Background: an optimization exercise with open tools, aiming at small area. Do not read the settings as production practice.
Only simulation tests tie the RTL to the original design; equivalence was not proved.
No activity file was given, so power comes from the tool's default toggle rates.

==> design.v <==
package cache_pkg;
  localparam int num_ways = 4;
  localparam int num_sets = 8;
  localparam int set_bits = 3;
  localparam int tag_bits = 10;
  localparam int addr_bits = set_bits + tag_bits;
  localparam int data_bits = 64;
  localparam int way_bits = 2;
  localparam int vb_depth = 4;
endpackage
import cache_pkg::*;
module tag_match (
  input  logic [num_ways-1:0][tag_bits-1:0] way_tags,
  input  logic [num_ways-1:0]               way_valid,
  input  logic [tag_bits-1:0]               tag,
  output logic                              hit,
  output logic [way_bits-1:0]               way
);
  logic [num_ways-1:0] match;
  always_comb begin
    for (int i = 0; i < num_ways; i++) begin
      match[i] = way_valid[i] && (way_tags[i] == tag);
    end
  end
  always_comb begin
    hit = |match;
    way = '0;
    for (int i = 0; i < num_ways; i++) begin
      if (match[i]) begin
        way = way | way_bits'(i);
      end
    end
  end
endmodule
import cache_pkg::*;
module plru_tree (
  input  logic                clock,
  input  logic                reset,
  input  logic                rd_touch,
  input  logic [set_bits-1:0] rd_set,
  input  logic [way_bits-1:0] rd_way,
  input  logic                wr_touch,
  input  logic [set_bits-1:0] wr_set,
  input  logic [way_bits-1:0] wr_way,
  input  logic [set_bits-1:0] victim_set,
  output logic [way_bits-1:0] victim_way
);
  logic [num_sets-1:0][num_ways-2:0] tree_bits;
  logic [num_sets-1:0][num_ways-2:0] tree_next;
  logic [num_ways-2:0]               victim_bits;
  function automatic logic [num_ways-2:0] touch(
    input logic [num_ways-2:0] bits,
    input logic [way_bits-1:0] way
  );
    logic [num_ways-2:0] result;
    result = bits;
    result[0] = ~way[1];
    if (way[1]) begin
      result[2] = ~way[0];
    end else begin
      result[1] = ~way[0];
    end
    touch = result;
  endfunction
  assign victim_bits = tree_bits[victim_set];
  assign victim_way = victim_bits[0] ? {1'b1, victim_bits[2]} : {1'b0, victim_bits[1]};
  always_comb begin
    tree_next = tree_bits;
    if (wr_touch) begin
      tree_next[wr_set] = touch(tree_next[wr_set], wr_way);
    end
    if (rd_touch) begin
      tree_next[rd_set] = touch(tree_next[rd_set], rd_way);
    end
  end
  always_ff @(posedge clock) begin
    if (reset) begin
      tree_bits <= '0;
    end else begin
      tree_bits <= tree_next;
    end
  end
endmodule
import cache_pkg::*;
module cache_mem (
  input  logic                 clock,
  input  logic                 reset,
  input  logic                 rd_en,
  input  logic [set_bits-1:0]  rd_set,
  input  logic [tag_bits-1:0]  rd_tag,
  input  logic                 wr_en,
  input  logic [set_bits-1:0]  wr_set,
  input  logic [tag_bits-1:0]  wr_tag,
  input  logic [data_bits-1:0] wr_data,
  input  logic                 wr_dirty,
  output logic                 cm_rd_hit,
  output logic [data_bits-1:0] cm_rd_data,
  output logic                 wr_miss,
  output logic                 evict_valid,
  output logic [addr_bits-1:0] evict_addr,
  output logic [data_bits-1:0] evict_data,
  output logic                 evict_dirty
);
  logic [num_ways-1:0][data_bits-1:0] line_data [num_sets];
  logic [num_ways-1:0][tag_bits-1:0]  line_tag [num_sets];
  logic [num_ways-1:0]                line_valid [num_sets];
  logic [num_ways-1:0]                line_dirty [num_sets];
  logic                rd_array_hit;
  logic [way_bits-1:0] rd_array_way;
  logic                rd_fwd;
  logic                wr_hit;
  logic [way_bits-1:0] wr_hit_way;
  logic [way_bits-1:0] victim_way;
  logic [way_bits-1:0] wr_way;
  tag_match u_rd_match (
    .way_tags  (line_tag[rd_set]),
    .way_valid (line_valid[rd_set]),
    .tag       (rd_tag),
    .hit       (rd_array_hit),
    .way       (rd_array_way)
  );
  tag_match u_wr_match (
    .way_tags  (line_tag[wr_set]),
    .way_valid (line_valid[wr_set]),
    .tag       (wr_tag),
    .hit       (wr_hit),
    .way       (wr_hit_way)
  );
  plru_tree u_plru_tree (
    .clock      (clock),
    .reset      (reset),
    .rd_touch   (rd_en && rd_array_hit),
    .rd_set     (rd_set),
    .rd_way     (rd_array_way),
    .wr_touch   (wr_en),
    .wr_set     (wr_set),
    .wr_way     (wr_way),
    .victim_set (wr_set),
    .victim_way (victim_way)
  );
  assign rd_fwd = rd_en && wr_en && (rd_set == wr_set) && (rd_tag == wr_tag);
  assign cm_rd_hit = rd_fwd || (rd_en && rd_array_hit);
  always_comb begin
    if (rd_fwd) begin
      cm_rd_data = wr_data;
    end else if (rd_en && rd_array_hit) begin
      cm_rd_data = line_data[rd_set][rd_array_way];
    end else begin
      cm_rd_data = '0;
    end
  end
  assign wr_miss = wr_en && !wr_hit;
  assign wr_way = wr_hit ? wr_hit_way : victim_way;
  assign evict_valid = wr_miss && line_valid[wr_set][victim_way];
  assign evict_addr = {line_tag[wr_set][victim_way], wr_set};
  assign evict_data = line_data[wr_set][victim_way];
  assign evict_dirty = line_dirty[wr_set][victim_way];
  always_ff @(posedge clock) begin
    if (reset) begin
      for (int s = 0; s < num_sets; s++) begin
        line_valid[s] <= '0;
        line_dirty[s] <= '0;
      end
    end else if (wr_en) begin
      line_valid[wr_set][wr_way] <= 1'b1;
      line_dirty[wr_set][wr_way] <= wr_dirty;
    end
  end
  always_ff @(posedge clock) begin
    if (wr_en) begin
      line_data[wr_set][wr_way] <= wr_data;
      line_tag[wr_set][wr_way] <= wr_tag;
    end
  end
endmodule
import cache_pkg::*;
module victim_buffer (
  input  logic                 clock,
  input  logic                 reset,
  input  logic                 rd_en,
  input  logic [addr_bits-1:0] rd_addr,
  input  logic                 inv_en,
  input  logic [addr_bits-1:0] inv_addr,
  input  logic                 evict_valid,
  input  logic [addr_bits-1:0] evict_addr,
  input  logic [data_bits-1:0] evict_data,
  input  logic                 evict_dirty,
  output logic                 vb_rd_hit,
  output logic [data_bits-1:0] vb_rd_data,
  output logic                 wb_valid,
  output logic [addr_bits-1:0] wb_addr,
  output logic [data_bits-1:0] wb_data
);
  logic [vb_depth-1:0]  vb_valid;
  logic [vb_depth-1:0]  vb_dirty;
  logic [vb_depth-1:0][addr_bits-1:0] vb_addr;
  logic [vb_depth-1:0][data_bits-1:0] vb_data;
  logic [vb_depth-1:0]  inv_match;
  logic [vb_depth-1:0]  s1_valid;
  logic [vb_depth-1:0]  s1_dirty;
  logic [vb_depth-1:0][addr_bits-1:0] s1_addr;
  logic [vb_depth-1:0][data_bits-1:0] s1_data;
  logic [vb_depth-1:0]  n_valid;
  logic [vb_depth-1:0]  n_dirty;
  logic [vb_depth-1:0][addr_bits-1:0] n_addr;
  logic [vb_depth-1:0][data_bits-1:0] n_data;
  logic full;
  logic wb_take;
  always_comb begin
    vb_rd_hit = 1'b0;
    vb_rd_data = '0;
    for (int i = 0; i < vb_depth; i++) begin
      inv_match[i] = inv_en && vb_valid[i] && (vb_addr[i] == inv_addr);
      if (rd_en && vb_valid[i] && (vb_addr[i] == rd_addr)) begin
        vb_rd_hit = 1'b1;
        vb_rd_data = vb_data[i];
      end
    end
  end
  always_comb begin
    logic gone;
    gone = 1'b0;
    for (int i = 0; i < vb_depth - 1; i++) begin
      gone = gone | inv_match[i];
      s1_valid[i] = gone ? vb_valid[i+1] : vb_valid[i];
      s1_dirty[i] = gone ? vb_dirty[i+1] : vb_dirty[i];
      s1_addr[i] = gone ? vb_addr[i+1] : vb_addr[i];
      s1_data[i] = gone ? vb_data[i+1] : vb_data[i];
    end
    gone = gone | inv_match[vb_depth-1];
    s1_valid[vb_depth-1] = vb_valid[vb_depth-1] && !gone;
    s1_dirty[vb_depth-1] = vb_dirty[vb_depth-1];
    s1_addr[vb_depth-1] = vb_addr[vb_depth-1];
    s1_data[vb_depth-1] = vb_data[vb_depth-1];
  end
  assign full = s1_valid[vb_depth-1];
  assign wb_take = evict_valid && full && s1_dirty[0];
  always_comb begin
    logic placed;
    placed = 1'b0;
    n_valid = s1_valid;
    n_dirty = s1_dirty;
    n_addr = s1_addr;
    n_data = s1_data;
    if (evict_valid && full) begin
      for (int i = 0; i < vb_depth - 1; i++) begin
        n_dirty[i] = s1_dirty[i+1];
        n_addr[i] = s1_addr[i+1];
        n_data[i] = s1_data[i+1];
      end
      n_dirty[vb_depth-1] = evict_dirty;
      n_addr[vb_depth-1] = evict_addr;
      n_data[vb_depth-1] = evict_data;
    end else if (evict_valid) begin
      for (int i = 0; i < vb_depth; i++) begin
        if (!s1_valid[i] && !placed) begin
          n_valid[i] = 1'b1;
          n_dirty[i] = evict_dirty;
          n_addr[i] = evict_addr;
          n_data[i] = evict_data;
          placed = 1'b1;
        end
      end
    end
  end
  always_ff @(posedge clock) begin
    if (reset) begin
      vb_valid <= '0;
      wb_valid <= 1'b0;
    end else begin
      vb_valid <= n_valid;
      wb_valid <= wb_take;
    end
  end
  always_ff @(posedge clock) begin
    vb_dirty <= n_dirty;
    vb_addr <= n_addr;
    vb_data <= n_data;
    if (wb_take) begin
      wb_addr <= s1_addr[0];
      wb_data <= s1_data[0];
    end
  end
endmodule
import cache_pkg::*;
module dcache_top (
  input  logic                 clock,
  input  logic                 reset,
  input  logic                 rd_en,
  input  logic [addr_bits-1:0] rd_addr,
  input  logic                 wr_en,
  input  logic [addr_bits-1:0] wr_addr,
  input  logic [data_bits-1:0] wr_data,
  input  logic                 wr_dirty,
  output logic                 rd_hit,
  output logic [data_bits-1:0] rd_data,
  output logic                 wr_miss,
  output logic                 wb_valid,
  output logic [addr_bits-1:0] wb_addr,
  output logic [data_bits-1:0] wb_data
);
  logic                 cm_rd_hit;
  logic [data_bits-1:0] cm_rd_data;
  logic                 vb_rd_hit;
  logic [data_bits-1:0] vb_rd_data;
  logic                 evict_valid;
  logic [addr_bits-1:0] evict_addr;
  logic [data_bits-1:0] evict_data;
  logic                 evict_dirty;
  cache_mem u_cache_mem (
    .clock       (clock),
    .reset       (reset),
    .rd_en       (rd_en),
    .rd_set      (rd_addr[set_bits-1:0]),
    .rd_tag      (rd_addr[addr_bits-1:set_bits]),
    .wr_en       (wr_en),
    .wr_set      (wr_addr[set_bits-1:0]),
    .wr_tag      (wr_addr[addr_bits-1:set_bits]),
    .wr_data     (wr_data),
    .wr_dirty    (wr_dirty),
    .cm_rd_hit   (cm_rd_hit),
    .cm_rd_data  (cm_rd_data),
    .wr_miss     (wr_miss),
    .evict_valid (evict_valid),
    .evict_addr  (evict_addr),
    .evict_data  (evict_data),
    .evict_dirty (evict_dirty)
  );
  victim_buffer u_victim_buffer (
    .clock       (clock),
    .reset       (reset),
    .rd_en       (rd_en),
    .rd_addr     (rd_addr),
    .inv_en      (wr_en),
    .inv_addr    (wr_addr),
    .evict_valid (evict_valid),
    .evict_addr  (evict_addr),
    .evict_data  (evict_data),
    .evict_dirty (evict_dirty),
    .vb_rd_hit   (vb_rd_hit),
    .vb_rd_data  (vb_rd_data),
    .wb_valid    (wb_valid),
    .wb_addr     (wb_addr),
    .wb_data     (wb_data)
  );
  assign rd_hit = cm_rd_hit || vb_rd_hit;
  assign rd_data = cm_rd_hit ? cm_rd_data : (vb_rd_hit ? vb_rd_data : '0);
endmodule
==> run.sh <==
#!/bin/bash
# synth_recipe.tcl (not shown) runs the flow's synth.tcl, then flattens the netlist and writes it again
# the make line also repeats each setting of config.mk as NAME=value (left out here)
make -C /OpenROAD-flow-scripts/flow DESIGN_CONFIG=/design/flow/config.mk WORK_HOME=/design/flow/orfs CLKGATE_MAP_FILE= SYNTH_SCRIPT=/design/flow/synth_recipe.tcl finish
==> config.mk <==
export PLATFORM = sky130hd
export DESIGN_NAME = dcache_top
export DESIGN_NICKNAME = dcache_top
export VERILOG_FILES = /design/flow/design.v
export SDC_FILE = /design/flow/constraint.sdc
export NUM_CORES = 4
export LEC_CHECK = 0
export CAP_MARGIN = 20
export CELL_PAD_IN_SITES_DETAIL_PLACEMENT = 1
export CELL_PAD_IN_SITES_GLOBAL_PLACEMENT = 1
export CORE_MARGIN = 2
export CORE_UTILIZATION = 25
export SLEW_MARGIN = 20
==> constraint.sdc <==
create_clock -name core_clock -period 12.0 [get_ports {clock}]
set_input_delay 2.4000 -clock core_clock [delete_from_list [all_inputs] [get_ports {clock}]]
set_output_delay 2.4000 -clock core_clock [all_outputs]
set_load 0.01 [all_outputs]
==> out/metrics.yaml <==
hold_ws_ps: 478
postRouteWirelength_mm: 599
internal_power_mw: 17.8
syn_nets: 9208
min_path_type: "flop to flop"
ys_seq_area_share_pct: 61.2
gp_congestion: 0.845
syn-mean-instance-area_um2: 14.9
path_common_cell: "o211ai_1"
start_util_pct: 25.1
crit_required_ps: 9600
yosysWarnings: 4
setup_viol: 0
grt_max_degree: 123
powerDensity_mw_per_mm2: 157
synth.most_common_cell: "edfxtp_1"
cap_violations: 0
path_max_fanout: 60
syn_inst: 9105
cts.clk_slew.worst_paths_ps: 60
drt_pass1_iterations: 6
fin_util_pct: 29.1
drive_gt1_share_pct: 18.8
cp-end-kind: "output pin"
swShare_pct: 27.8
fin_crit_ps: 10620
final_cells: 16600
drc: 0
r2r_setup_slack_ps: 5490
grt_overflow: 0
synth_area_mm2: 0.136
synth_flop_cell: "edfxtp_1"
io_buffers: 238
nNetsFinal: 9228
wl_per_cell_um: 36.0
startpoint_type: "primary input"
cts_buffer_depth: 4
finalCritPeriodShare_pct: 88.5
antenna_found_initial: 97
die_area_mm2: 0.548
vdd_drop_max_v: 0.000125
synth_area_leaders: "edfxtp_1 (57%), mux4_2 (12%), dfxtp_1 (3.9%), mux2i_1 (3.6%), a22oi_1 (2.5%)"
synth_top_area_share_pct: 57.3
num_vias: 96900
synth-edff-count: 2587
post-cts-setup-buffers: 0
slowest_delay_ps: 870
h-tree-depth: 5
seq_power_share_pct: 47.4
first_global_vias: 95400
tns_ps: 0
root_buffer: "clkbuf_16"
postSynth.asyncResetShare_pct: 0
grt_pass1_wl_mm: 813
via_per_inst: 5.82
die_y_um: 740
rsz0062_at_grt: "false"
grtUsageTotal_pct: 21.0
numClockSinks: 2850
slew_headroom_pct: 15.7
insertion_delay_ps: 940
fmaxAchievable_ghz: 0.0941
area_growth_pct: 15.9
first_iter_violations: 15300
clkPwrFrac_pct: 38.7
pin_count: 239
die_w_um: 740
critPathKind: "primary input to output pin"
p_leak_nw: 47.9
power_switching_mw: 6.83
ys_top_cells_by_count: "edfxtp_1 (2587), mux4_2 (725), clkbuf_1 (562), mux2i_1 (484), a22oi_1 (455)"
outcome: "finished clean"
cts-hold-fix-buffers: 0
cts_tree: "yes"
cp_data_arrival_time_ps: 8220
ant_nets: 0
place_inst: 16000
hold_viol: 0
yosys.area.top_type: "edfxtp_1"
cts_buffers: 301
synth_cell_types: 98
drv_slew: 0
hpwl_mm: 363
fin_skew_ps: 68.0
cts_resized: 0
cp_cell_sequence: "clkbuf_8 -> inv_8 -> mux2i_1 -> xnor2_1 -> nor4_1 -> nand4b_4 -> o31ai_4 -> buf_8 -> buf_12 -> mux4_2 -> o211ai_1 -> o211ai_1 -> o21a_1 -> clkdlybuf4s50_1"
tightest_slew_ps: 1260
row_count: 270
cp_slowest_cell: "inv_8"
ys_seq_elements: 2850
coreArea_mm2: 0.541
p_comb_share_pct: 14.0
-- registers in the layout (all words and copies together), names as in the netlist --
register                           count
u_victim_buffer.wb_data               64
u_cache_mem.line_valid                32
u_cache_mem.line_tag                 320
u_cache_mem.u_plru_tree.tree_bits     24
u_cache_mem.line_data               2048
u_victim_buffer.vb_addr               52
u_cache_mem.line_dirty                32
u_victim_buffer.vb_dirty               4
u_victim_buffer.wb_valid               1
u_victim_buffer.vb_valid               4
u_victim_buffer.vb_data              256
u_victim_buffer.wb_addr               13
-- cells by family (layout without fill, tap and decap cells) --
kind of cell               Yosys count  after routing  synth area share, %
muxes                             1418           1418                 17.4
AOI/OAI and AO/OA                 2145           2145                 11.4
and+or+nand+nor                   1557           1557                 5.85
DFF                               2850           2850                 61.2
xor gates and xnor gates           188            188                 1.21
adders and majority gates            8              8               0.0738
other                                0             80                    0
buffers and inverters              939           1193                 2.90
-- through the flow --
step | instance area, um^2 | setup WS [ps] | total power, mW
floorplan | 136000 | 3010 | 13.6
global placement | 147000 | 1410 | 15.1
detailed placement | 147000 | 1440 | 15.2
CTS | 157000 | 1420 | 24.6
global route | 157000 | 1230 | 25.2
finish | 157000 | 1380 | 24.6
-- layout make-up --
cell class                      count  area (um^2)
Multi-Input combinational cell   5316        49300
Clock inverter                    160         1430
Inverter                          128          517
Clock buffer                      377         8190
Antenna cell                       80          200
Tap cell                         7208         9020
Sequential cell                  2850        82900
Timing Repair Buffer              528         5500
Fill cell                       57300       383000
-- power groups by stage --
| stage | registers (mW) | logic (mW) | clock network, mW |
|---|---|---|---|
| global route | 11.7 | 3.59 | 9.92 |
| CTS | 11.6 | 3.35 | 9.58 |
| detailed placement | 11.9 | 3.34 | 0 |
| finish | 11.7 | 3.45 | 9.52 |
| floorplan | 11.8 | 1.85 | 0 |
| global placement | 11.8 | 3.30 | 0 |
-- final timing paths --
kind | start | endpoint | depth (start not counted)
max | rd_addr[2] | rd_data[25] | 14
min | u_victim_buffer.vb_data[200] | u_victim_buffer.vb_data[136] | 1
min reg2reg | u_victim_buffer.vb_data[200] | u_victim_buffer.vb_data[136] | 1
max reg2reg | u_cache_mem.line_tag[5][26] | u_cache_mem.line_data[3][231] | 12
-- layout by cell type, fill, tap and decap left out, drive strengths merged, types with 257 or more instances in the layout --
master / synthesis / routed
nor2: 363 / 363
clkbuf: 562 / 379
nand2: 307 / 307
a22o: 257 / 257
a21oi: 391 / 391
dfxtp: 263 / 263
a22oi: 456 / 456
buf: 249 / 298
mux2i: 486 / 486
edfxtp: 2587 / 2587
mux4: 725 / 725
and2: 307 / 307
-- per-layer routing --
layer	routed length (um)	GRT usage, %	up-vias
li1	-	-	37400
met1	241000	29.1	51900
met2	263000	31.9	6586
met3	69200	4.82	1093
met4	24900	8.03	20
met5	134	0	-
-- critical path, delay by kind of cell --
family	cells	cell delay, ps
buffers and inverters	5	2270
AOI/OAI and AO/OA	4	1170
and+or+nand+nor	2	960
muxes	2	950
xor gates and xnor gates	1	150

## separate check: timing with driven ports
No port has a modelled driver above. Below, the same layout with a new extraction and two added sets of constraints.
Step 1 (the two cells are an assumption about what drives the block):
set clk [get_ports {clock}]
set_driving_cell -lib_cell sky130_fd_sc_hd__clkbuf_16 $clk
set_driving_cell -lib_cell sky130_fd_sc_hd__buf_2 [delete_from_list [all_inputs] $clk]
Step 2, shift: input delay + t, output delay - t, t = (earliest + latest rising clock arrival at the registers) / 2. This alone moves slack from input paths to output paths.
Slacks: ideal / step 1 / step 2; pairs: ideal / step 1.
t (ns): 1.028
setup slack, ns: 1.377 / 1.341 / 1.341
worst setup path after step 2: input to output
After both steps this run still meets setup and hold. The setup slack of this run moves by -0.036 ns with the drivers and by -0.036 ns with both steps.
